What follows belongs to an exercise in optimizing a design on an open flow for small area, a short achievable clock period and few clock cycles per item; a production flow would make more cautious choices. Only simulation tests tie the RTL to the original design; equivalence was not proved. Power and IR drop assume default switching activity.

--- flow/design.v ---
package srt_pkg;
  localparam int unsigned WID = 64;
  localparam int unsigned ACC_W = 2 * WID;
  localparam int unsigned SHAMT_W = $clog2(ACC_W);
  localparam int unsigned STEP_BITS = 1;
  localparam int unsigned ITERS = WID / STEP_BITS;
  localparam int unsigned CNT_W = $clog2(ITERS);
  typedef enum logic [1:0] {
    IDLE = 2'd0,
    RUN  = 2'd1,
    DONE = 2'd2
  } state_t;
endpackage
import srt_pkg::*;
module mac_step
(
  input  logic [ACC_W-1:0]     acc,
  input  logic [WID-1:0]       a,
  input  logic [STEP_BITS-1:0] b_bits,
  input  logic [CNT_W-1:0]     cnt,
  output logic [ACC_W-1:0]     acc_next_c
);
  logic [WID+1:0]   pp_c;
  logic [SHAMT_W-1:0] shamt_c;
  always_comb begin
    pp_c = '0;
    if (b_bits[0]) pp_c = {2'b00, a};
    shamt_c    = SHAMT_W'(SHAMT_W'(cnt) << (STEP_BITS - 1));
    acc_next_c = acc + (ACC_W'(pp_c) << shamt_c);
  end
endmodule
import srt_pkg::*;
module shift_add_mac
(
  input  logic              clk,
  input  logic              rst,
  input  logic [WID-1:0]    multiplicand,
  input  logic [WID-1:0]    multiplier,
  input  logic [WID-1:0]    addend,
  input  logic              valid,
  output logic              busy,
  output logic              ready,
  output logic [ACC_W-1:0]  result,
  output logic              overflow
);
  srt_pkg::state_t    state;
  logic [CNT_W-1:0]   cnt;
  logic [WID-1:0]     a_q;
  logic [WID-1:0]     b_q;
  logic [ACC_W-1:0]   acc_q;
  logic [ACC_W-1:0]   acc_next_c;
  mac_step u_step (
    .acc        (acc_q),
    .a          (a_q),
    .b_bits     (b_q[STEP_BITS-1:0]),
    .cnt        (cnt),
    .acc_next_c (acc_next_c)
  );
  always_ff @(posedge clk) begin
    if (rst) begin
      state        <= IDLE;
      cnt          <= '0;
      a_q          <= '0;
      b_q          <= '0;
      acc_q        <= '0;
      busy     <= 1'b0;
      ready    <= 1'b0;
      result   <= '0;
      overflow <= 1'b0;
    end else begin
      ready <= 1'b0;
      case (state)
        IDLE: begin
          if (valid) begin
            a_q      <= multiplicand;
            b_q      <= multiplier;
            acc_q    <= {{WID{1'b0}}, addend};
            cnt      <= '0;
            busy <= 1'b1;
            state    <= RUN;
          end
        end
        RUN: begin
          acc_q <= acc_next_c;
          b_q   <= b_q >> STEP_BITS;
          cnt   <= cnt + 1'b1;
          if (cnt == CNT_W'(ITERS - 1)) begin
            result   <= acc_next_c;
            overflow <= |acc_next_c[ACC_W-1:WID];
            state        <= DONE;
          end
        end
        DONE: begin
          ready <= 1'b1;
          busy  <= 1'b0;
          state     <= IDLE;
        end
        default: state <= IDLE;
      endcase
    end
  end
endmodule
--- flow/run.sh ---
#!/bin/bash
# synth_recipe.tcl (not shown) runs the flow's synth.tcl, then flattens the netlist and writes it again
# the make line also repeats each setting of config.mk as NAME=value (left out here)
make -C /OpenROAD-flow-scripts/flow DESIGN_CONFIG=/design/flow/config.mk WORK_HOME=/design/flow/orfs CLKGATE_MAP_FILE= SYNTH_SCRIPT=/design/flow/synth_recipe.tcl finish
--- flow/config.mk ---
export PLATFORM = sky130hd
export DESIGN_NAME = shift_add_mac
export DESIGN_NICKNAME = shift_add_mac
export VERILOG_FILES = /design/flow/design.v
export SDC_FILE = /design/flow/constraint.sdc
export NUM_CORES = 4
export LEC_CHECK = 0
export CAP_MARGIN = 20
export CORE_MARGIN = 2
export CORE_UTILIZATION = 40
export SLEW_MARGIN = 20
--- flow/constraint.sdc ---
create_clock -name core_clock -period 8.0 [get_ports {clk}]
set_input_delay 1.6000 -clock core_clock [delete_from_list [all_inputs] [get_ports {clk}]]
set_output_delay 1.6000 -clock core_clock [all_outputs]
set_load 0.01 [all_outputs]
==> reports/results.txt <==
biggest area consumer among synthesized cells: dfxtp_1
Worst Skew: 18.9 ps
area share of the largest cell type after synthesis: 27.5%
buffers and inverters on the worst path: 3
FF/Latch Area: 0.00792 mm2
root cell of the clock tree: clkbuf_16
RSZ-0062 raised after global routing: false
Boundary Pins: 326
average routed wire per standard cell: 23.3 um
library cells used by synthesis: 83
Fin Setup TNS: 0 ps
synthesis-to-finish area growth: 19.4%
total area of multi-input combinational cells: 0.0196 mm2
height of the die: 272 um
combinational fraction of design power: 14.8%
Yosys warnings: 2
Post-synth ARST share: 0%
clock latency reported for the late side of the worst-skew pair: 610 ps
Worst path max stage delay: 670 ps
worst-case hold slack: 450 ps
Post-layout nets: 4,575
Fin. Hold Viols: 0
placer's final routability congestion estimate: 1.06
count of flip-flops with a built-in enable after synthesis: 0
clk buf depth: 3
Avg Vias per Cell: 5.94
initial antenna violation count: 3
count of vias placed by the detailed router: 31,100
layer with the highest usage: met2
time the worst path needs with I/O delays and setup: 7630 ps
clock network fraction of total power: 42.9%
synthesized area per cell: 7.00 um2
number of buffers inserted by post-CTS setup repair: 0
pin count of the biggest net entering global routing: 183
initial DRC count: 3,162
first-pass GRT wire length: 182 mm
number of instances in the synthesized netlist: 4,108
die span in x: 272 um
internal power component: 3.61 mW
count of H-tree levels built during CTS: 2
Final ANT Viol Nets: 0
core region area: 0.0714 mm2
total CTS buffers: 45
fill cell total of the finished layout: 7,443
type of destination of the critical path: register
first-pass iteration count of the detailed router: 7
PD cells: 148 mW/mm2
drt drc: 0
Overall Global Routing Usage: 31.7%
data arrival time at the worst-slack endpoint: 8060 ps
total setup violations reported at the end of the flow: 0
switching power of the nets: 1.46 mW
total count of max-transition violations in the final report: 0
cell row count: 98
outcome: no timing/DRC/antenna violations
maxcap violations: 0
maximum vdd drop: 150 uV
remaining global-route overflow: 0
CP max-delay cell: a2111oi_1
Initial Util: 40.3%
standby leakage power: 12.6 nW
Critical Setup Path Class: register to register
post-synth net total: 4,432
total wire length: 122 mm
share of the clock period used by the worst path: 95.3%
library cell with the highest instance count after synthesis: nand2_1
actual slew at the worst max-slew pin: 1130 ps
most instantiated cells after synthesis: nand2_1, a21oi_1, nor2_1
FMAX: 131 MHz
routing usage on met1: 45.3%
Critical Path Fanout Max: 22
Clock transition at path regs: 60 ps
worst relative slew slack: 24.6%
synthesized area: 0.0288 mm2
dominant synthesized flop cell: dfxtp_1
GR Layer Usage met2: 49.2%
sequential area share after synthesis: 27.5%
Hold Crit Class: register to register
cell family contributing the most delay on the critical path: simple AND/OR/NAND/NOR gates
sequential group share of total power: 42.3%
flip-flop and latch count after synthesis: 395
count of clock tree sinks: 395
biggest area contributors in the synthesized netlist: dfxtp_1, nand2_1, a21oi_1
detailed placer's ending HPWL: 95.8 mm
via count of the first global-routing pass: 29,000
switching power as a share of total power: 28.8%
GR Layer Usage met3: 4.41%
count of port buffers added during placement: 325
startpoint type of the worst setup path: register
CTS tree: done
proportion of layout cells with a drive suffix above 1: 6.32%
Total Die Area: 0.0741 mm2
ANT cells: 0
data required time of the critical path: 8430 ps
cell usage in the layout (no fill, tap or decap), types with 56 or more instances in the layout:
master             n
nor2_1           494
o21ai_0          208
buf_4             83
mux2i_1           73
nand3_1          145
a21oi_1          510
xnor2_1           67
dfxtp_1          389
mux4_2            61
clkdlybuf4s50_1  324
ha_1             128
xor2_1            56
a311oi_1         127
nand2_1          945
nand4_1           80
kinds of logic (layout without fill, tap and decap cells):
kind of cell             count (synthesis)  in the layout  synth area share [%]
buffers and inverters                  349            528                  4.59
AO/OA/AOI/OAI                         1158           1158                  24.7
AND/OR/NAND/NOR                       1815           1815                  26.3
multiplexers                           138            138                  7.47
flip-flops                             395            395                  27.5
XOR/XNOR                               124            124                  3.80
adder cells (fa/ha/maj)                129            129                  5.64
flip-flops by register name (all words and copies together) (netlist names):
name	flops
ready	1
acc_q	128
overflow	1
b_q	64
state	2
cnt	6
busy	1
result	128
a_q	64
path summary, 6_finish.rpt:
path / end / cells after the start / slack, ps / from
setup / recovery: overflow$_SDFFE_PP0P_ / 26 / 370 / cnt[1]$_SDFFE_PP0P_
hold / removal: result[98]$_SDFFE_PP0P_ / 2 / 450 / result[98]$_SDFFE_PP0P_
setup reg to reg: overflow$_SDFFE_PP0P_ / 26 / 370 / cnt[1]$_SDFFE_PP0P_
hold reg to reg: result[98]$_SDFFE_PP0P_ / 2 / 450 / result[98]$_SDFFE_PP0P_
power groups by stage:
stage	logic [mW]	registers, mW	clock network, mW
4_1_cts	0.748	2.14	2.22
5_1_grt	0.819	2.15	2.28
3_3_place_gp	0.742	2.19	0
3_5_place_dp	0.744	2.19	0
6_report	0.753	2.15	2.18
2_1_floorplan	0.494	2.14	0
timing repair:
item / in CTS / in global routing
gates resized for setup: 0 / 2
endpoints found under the setup margin: 0 / 1
hold buffers: 0 / 0
cell type report:
cell class / count / area share [%]
Multi-Input combinational cell: 3364 / 57.0
Sequential cell: 395 / 23.0
Timing Repair Buffer: 416 / 11.7
Clock buffer: 63 / 3.74
Tap cell: 950 / 3.46
Clock inverter: 20 / 0.728
Inverter: 29 / 0.317
tightest hold or removal path, cell delays in order, from the launching register on:
cell,delay [ps]
dfxtp_1,300
nand2_1,50
a21oi_1,50
metal layers:
| layer | vias up | wire length, um |
|---|---|---|
| li1 | 14900 | - |
| met1 | 14700 | 55300 |
| met2 | 1270 | 53400 |
| met3 | 200 | 9310 |
| met4 | 2 | 3930 |
| met5 | - | 13 |
through the flow:
step,setup WS [ps],util [%],cells,area (um2),power (mW)
3_3_place_gp,248,46.0,5154,32800,2.93
6_report,374,48.2,5237,34400,5.07
4_1_cts,385,48.2,5237,34400,5.11
5_1_grt,31.0,48.2,5237,34400,5.26
3_5_place_dp,420,46.0,5154,32800,2.93
2_1_floorplan,1730,-,4108,28800,2.63
Testbench counts, summed over its fixed seeds: cycles 211,200, items 3,200.

afterwards: timing with drivers on the ports:
Ports are ideal in the flow. The routed layout listed here was re-timed in OpenROAD. Step 1 sets driving cells, clkbuf_16 on the clock port and buf_2 on the other inputs (assumed; they add their load-dependent delay and slew). Step 2 also shifts input and output timing later by t, the mid clock arrival at the registers, as if the neighbouring blocks saw the same clock. Three values: ideal ports, drivers, drivers and shift; two values: the first two.
shift t [ns]: 0.673
slack for setup (ns): 0.374 / 0.374 / 0.374
worst hold slack (ns): 0.450 / 0.450 / 0.450
worst data-port slew with drivers (ns): 0.09
After both steps this run still meets setup and hold. The setup slack of this run moves by 0.000 ns with the drivers and by 0.000 ns with both steps.
